This is an optimization exercise on Yosys and OpenROAD, whose aim is small area, a short achievable clock period and few clock cycles, not a production implementation. Only simulation tests tie the RTL to the original design; equivalence was not proved. No activity file was given, so power comes from the tool's default toggle rates.

## job 845
Design xyolo_lanes, start of the top module:
module xyolo_lanes
#(
  parameter int DATA_W   = xyolo_lanes_pkg::c_DATA_W,
  parameter int N_LANES  = xyolo_lanes_pkg::c_N_LANES,
  parameter int SHIFT_W  = xyolo_lanes_pkg::c_SHIFT_W,
  parameter int CNT_W    = xyolo_lanes_pkg::c_CNT_W,
  parameter int LEAKY_SH = xyolo_lanes_pkg::c_LEAKY_SH
) (
  input  logic                      clk,
  input  logic                      rst,
  input  logic                      start,
  input  logic [CNT_W-1:0]          cfg_n_acc,
  input  logic [CNT_W-1:0]          cfg_n_out,
  input  logic [2:0]                cfg_mp_win,
  input  logic                      cfg_bias,
  input  logic                      cfg_leaky,
  input  logic                      cfg_maxpool,
  input  logic                      cfg_bypass,
  input  logic [SHIFT_W-1:0]        cfg_shift,
  input  logic                      in_valid,
  output logic                      in_ready,
  input  logic [N_LANES*DATA_W-1:0] in_pixel,
  input  logic [N_LANES*DATA_W-1:0] in_weight,
  input  logic [N_LANES*DATA_W-1:0] in_bias,
  output logic                      out_valid,
  input  logic                      out_ready,
  output logic [N_LANES*DATA_W-1:0] out_data,
  output logic                      busy,
  output logic                      done
);
Size in the first run: about 7600 cells after synthesis, roughly 300 I/O pins.
Settings: LEC_CHECK=0, ABC_AREA=1, CAP_MARGIN=10, CORE_MARGIN=2, CORE_UTILIZATION=60, CTS_CLUSTER_DIAMETER=120, CTS_CLUSTER_SIZE=24, PLACE_DENSITY=0.7, SLEW_MARGIN=10, SYNTH_HIERARCHICAL=1; clock period 10.0 ns.
standard.sh (not shown) runs the stock make flow with config.mk's settings and CLKGATE_MAP_FILE= SYNTH_SCRIPT=/design/flow/synth_recipe.tcl, a recipe that flattens the netlist after the stock synthesis.
==> flow/flow/run.sh <==
#!/bin/bash
# Standard synthesis unchanged, then the standard layout steps with the
# timing repair asked to leave extra setup margin (so that it sizes the
# critical paths for a period well below the 10 ns constraint) and with
# plain buffers, rather than delay cells, on the ports.
set -euo pipefail
MARGIN=$(cat flow/margin.txt)
bash standard.sh synth > synth.log 2>&1
bash standard.sh SETUP_SLACK_MARGIN=$MARGIN \
  BUFFER_PORTS_ARGS="-buffer_cell sky130_fd_sc_hd__buf_2" finish > layout.log 2>&1
==> flow/flow/margin.txt <==
6.5
No stage failed in job 845, and the final checks on the layout all came back clean.
Testbench counts of job 845, summed over its fixed seeds: cycles 40,467.
The inputs of job 3545 differ from those of job 845 as listed below.
- changing CORE_UTILIZATION from 60 to 70
- changing SLEW_MARGIN from 10 to 20
- changing PLACE_DENSITY from 0.7 to 0.8
- changing CAP_MARGIN from 10 to 20
--- a/flow/flow/run.sh
+++ b/flow/flow/run.sh
@@ -10 +10 @@
-  BUFFER_PORTS_ARGS="-buffer_cell sky130_fd_sc_hd__buf_2" finish > layout.log 2>&1
+  BUFFER_PORTS_ARGS="-buffer_cell sky130_fd_sc_hd__buf_1" finish > layout.log 2>&1
==> comparison <==
Sort job 845 and job 3545 by final cycle utilization of the critical path desc -> top: job 3545. | worst hold slack | job 3545 vs job 845 | better |. [diff] design area, job 3545 relative to job 845: improvement. Job 3545 — first-pass iteration count of the detailed router 2 higher, job 845 as reference. Fraction of area in registers ended up 0.38 points higher on job 3545 than on job 845. Job 3545 ended up with sky130_fd_sc_hd__fa_1 as its cell type of the slowest stage on the worst timing path; job 845 ended up with sky130_fd_sc_hd__nor2_1. First-pass GRT wire length (job 3545 vs. job 845) increases slightly. In the reports for job 845 and job 3545, the larger die footprint belongs to job 845. Re core utilization: job 3545 is 10 points up on job 845. In job 3545, the minimum clock period came out 0.023 ns above the value in job 845.
Input-level comparison between job 3541 and job 3545:
- GPL_ROUTABILITY_DRIVEN now 0, previously not set
- PLACE_DENSITY now 0.7, was 0.8
- CORE_UTILIZATION now 60, was 70
--- a/flow/flow/run.sh
+++ b/flow/flow/run.sh
@@ -10 +10 @@
-  BUFFER_PORTS_ARGS="-buffer_cell sky130_fd_sc_hd__buf_1" finish > layout.log 2>&1
+  BUFFER_PORTS_ARGS="-buffer_cell sky130_fd_sc_hd__buf_2" finish > layout.log 2>&1
Results
In the metrics for job 3541 and job 3545, the one carrying the lower buffering overhead is job 3545. Job 3541 falls short of job 3545 in die area. Job 3541 vs job 3545 on x dimension of the die: job 3541 is the higher one. From job 3545 to job 3541 the numbers moved as follows: overall power went down 0.00027 W; routed wire length shows a reduction of about 2%.

========
run A:
xyolo_lanes again, from the RTL that the note above started with.
==> flow/config.mk <==
export PLATFORM = sky130hd
export DESIGN_NAME = xyolo_lanes
export DESIGN_NICKNAME = xyolo_lanes
export VERILOG_FILES = /design/flow/design.v
export SDC_FILE = /design/flow/constraint.sdc
export NUM_CORES = 4
export LEC_CHECK = 0
export ABC_AREA = 1
export CAP_MARGIN = 20
export CORE_MARGIN = 2
export CORE_UTILIZATION = 60
export CTS_CLUSTER_DIAMETER = 120
export CTS_CLUSTER_SIZE = 24
export PLACE_DENSITY = 0.7
export SLEW_MARGIN = 20
export SYNTH_HIERARCHICAL = 1
==> flow/constraint.sdc <==
create_clock -name core_clock -period 10.0 [get_ports {clk}]
set_input_delay 2.0000 -clock core_clock [delete_from_list [all_inputs] [get_ports {clk}]]
set_output_delay 2.0000 -clock core_clock [all_outputs]
set_load 0.01 [all_outputs]
==> flow/flow/run.sh <==
#!/bin/bash
# Standard synthesis unchanged, then the standard layout steps with the
# timing repair asked to leave extra setup margin (so that it sizes the
# critical paths for a period well below the 10 ns constraint) and with
# plain buffers, rather than delay cells, on the ports.
set -euo pipefail
MARGIN=$(cat flow/margin.txt)
bash standard.sh synth > synth.log 2>&1
bash standard.sh SETUP_SLACK_MARGIN=$MARGIN \
  BUFFER_PORTS_ARGS="-buffer_cell sky130_fd_sc_hd__buf_2" finish > layout.log 2>&1
==> flow/flow/margin.txt <==
6.4
Run A ended with every stage complete and zero timing, DRC or antenna violations.
Testbench counts of run A, summed over its fixed seeds: cycles 40,467.
Changes in run B relative to run A:
--- a/flow/flow/run.sh
+++ b/flow/flow/run.sh
@@ -8,3 +8,3 @@
 bash standard.sh synth > synth.log 2>&1
 bash standard.sh SETUP_SLACK_MARGIN=$MARGIN \
-  BUFFER_PORTS_ARGS="-buffer_cell sky130_fd_sc_hd__buf_2" finish > layout.log 2>&1
+  BUFFER_PORTS_ARGS="-buffer_cell sky130_fd_sc_hd__buf_1" finish > layout.log 2>&1
==> flow/flow/margin.txt <==
6.5
--- outcome ---
As far as number of vias per cell after detailed routing is concerned, run A and run B perform about the same.
Cell internal power dissipation, run A and run B: larger value in run B
Run A → run B: final core area utilization up 1.1 points; sequential share of layout area down 0.45 points; post-layout minimum cycle time down 0.072 ns; number of detailed-routing iterations run before antenna repair up 1.
When run B is set beside run A, its worst path setup slack after routing turns out to be 0.072 ns larger.
[run B] met3 wire length rose 8.4% relative to run A
Changes in run C relative to run B:
--- a/flow/flow/run.sh
+++ b/flow/flow/run.sh
@@ -8,3 +8,3 @@
 bash standard.sh synth > synth.log 2>&1
 bash standard.sh SETUP_SLACK_MARGIN=$MARGIN \
-  BUFFER_PORTS_ARGS="-buffer_cell sky130_fd_sc_hd__buf_1" finish > layout.log 2>&1
+  BUFFER_PORTS_ARGS="-buffer_cell sky130_fd_sc_hd__buf_2" finish > layout.log 2>&1
Notes after the runs:
Total power: run C vs run B, no meaningful difference. Delta (run C minus run B): synthesized netlist cell count was more or less identical; switching power was more or less identical; internal power consumption was more or less identical; filler-free cell count of the finished design was more or less identical.

-- what the ideal ports hide --
The flow's constraints put no driver on any port. The routed layouts listed below were extracted and timed again, unchanged, in two steps.
Step 1: set_driving_cell puts a clkbuf_16 on clk and a buf_2 on each other input, an assumption about the parent block.
Step 2 also shifts input and output timing later by t, the mid clock arrival at the registers, as if the neighbouring blocks saw the same clock.
Three values: ideal, step 1, step 2; two values: the first two.
run | shift t [ns] | setup WS [ns] | worst setup path at the end | clock arrival spread, ns | worst register clock-pin slew, ns
job 845 | 0.741 | 6.492 / 6.492 / 6.048 | input to register | 0.030 / 0.030 | 0.10 / 0.10
job 3545 | 0.752 | 6.469 / 6.469 / 5.970 | input to register | 0.044 / 0.043 | 0.12 / 0.12
job 3541 | 0.738 | 6.548 / 6.548 / 6.042 | input to register | 0.039 / 0.039 | 0.11 / 0.11
run A | 0.740 | 6.462 / 6.401 / 5.852 | input to register | 0.036 / 0.036 | 0.11 / 0.11
run B | 0.749 | 6.534 / 6.534 / 5.848 | input to register | 0.036 / 0.036 | 0.11 / 0.11
run C | 0.740 | 6.556 / 6.538 / 6.059 | input to register | 0.046 / 0.046 | 0.10 / 0.10
After both steps every run listed still meets setup and hold. For run B, which loses most, drivers alone change the setup slack by 0.000 ns; drivers and shift together by -0.686 ns.
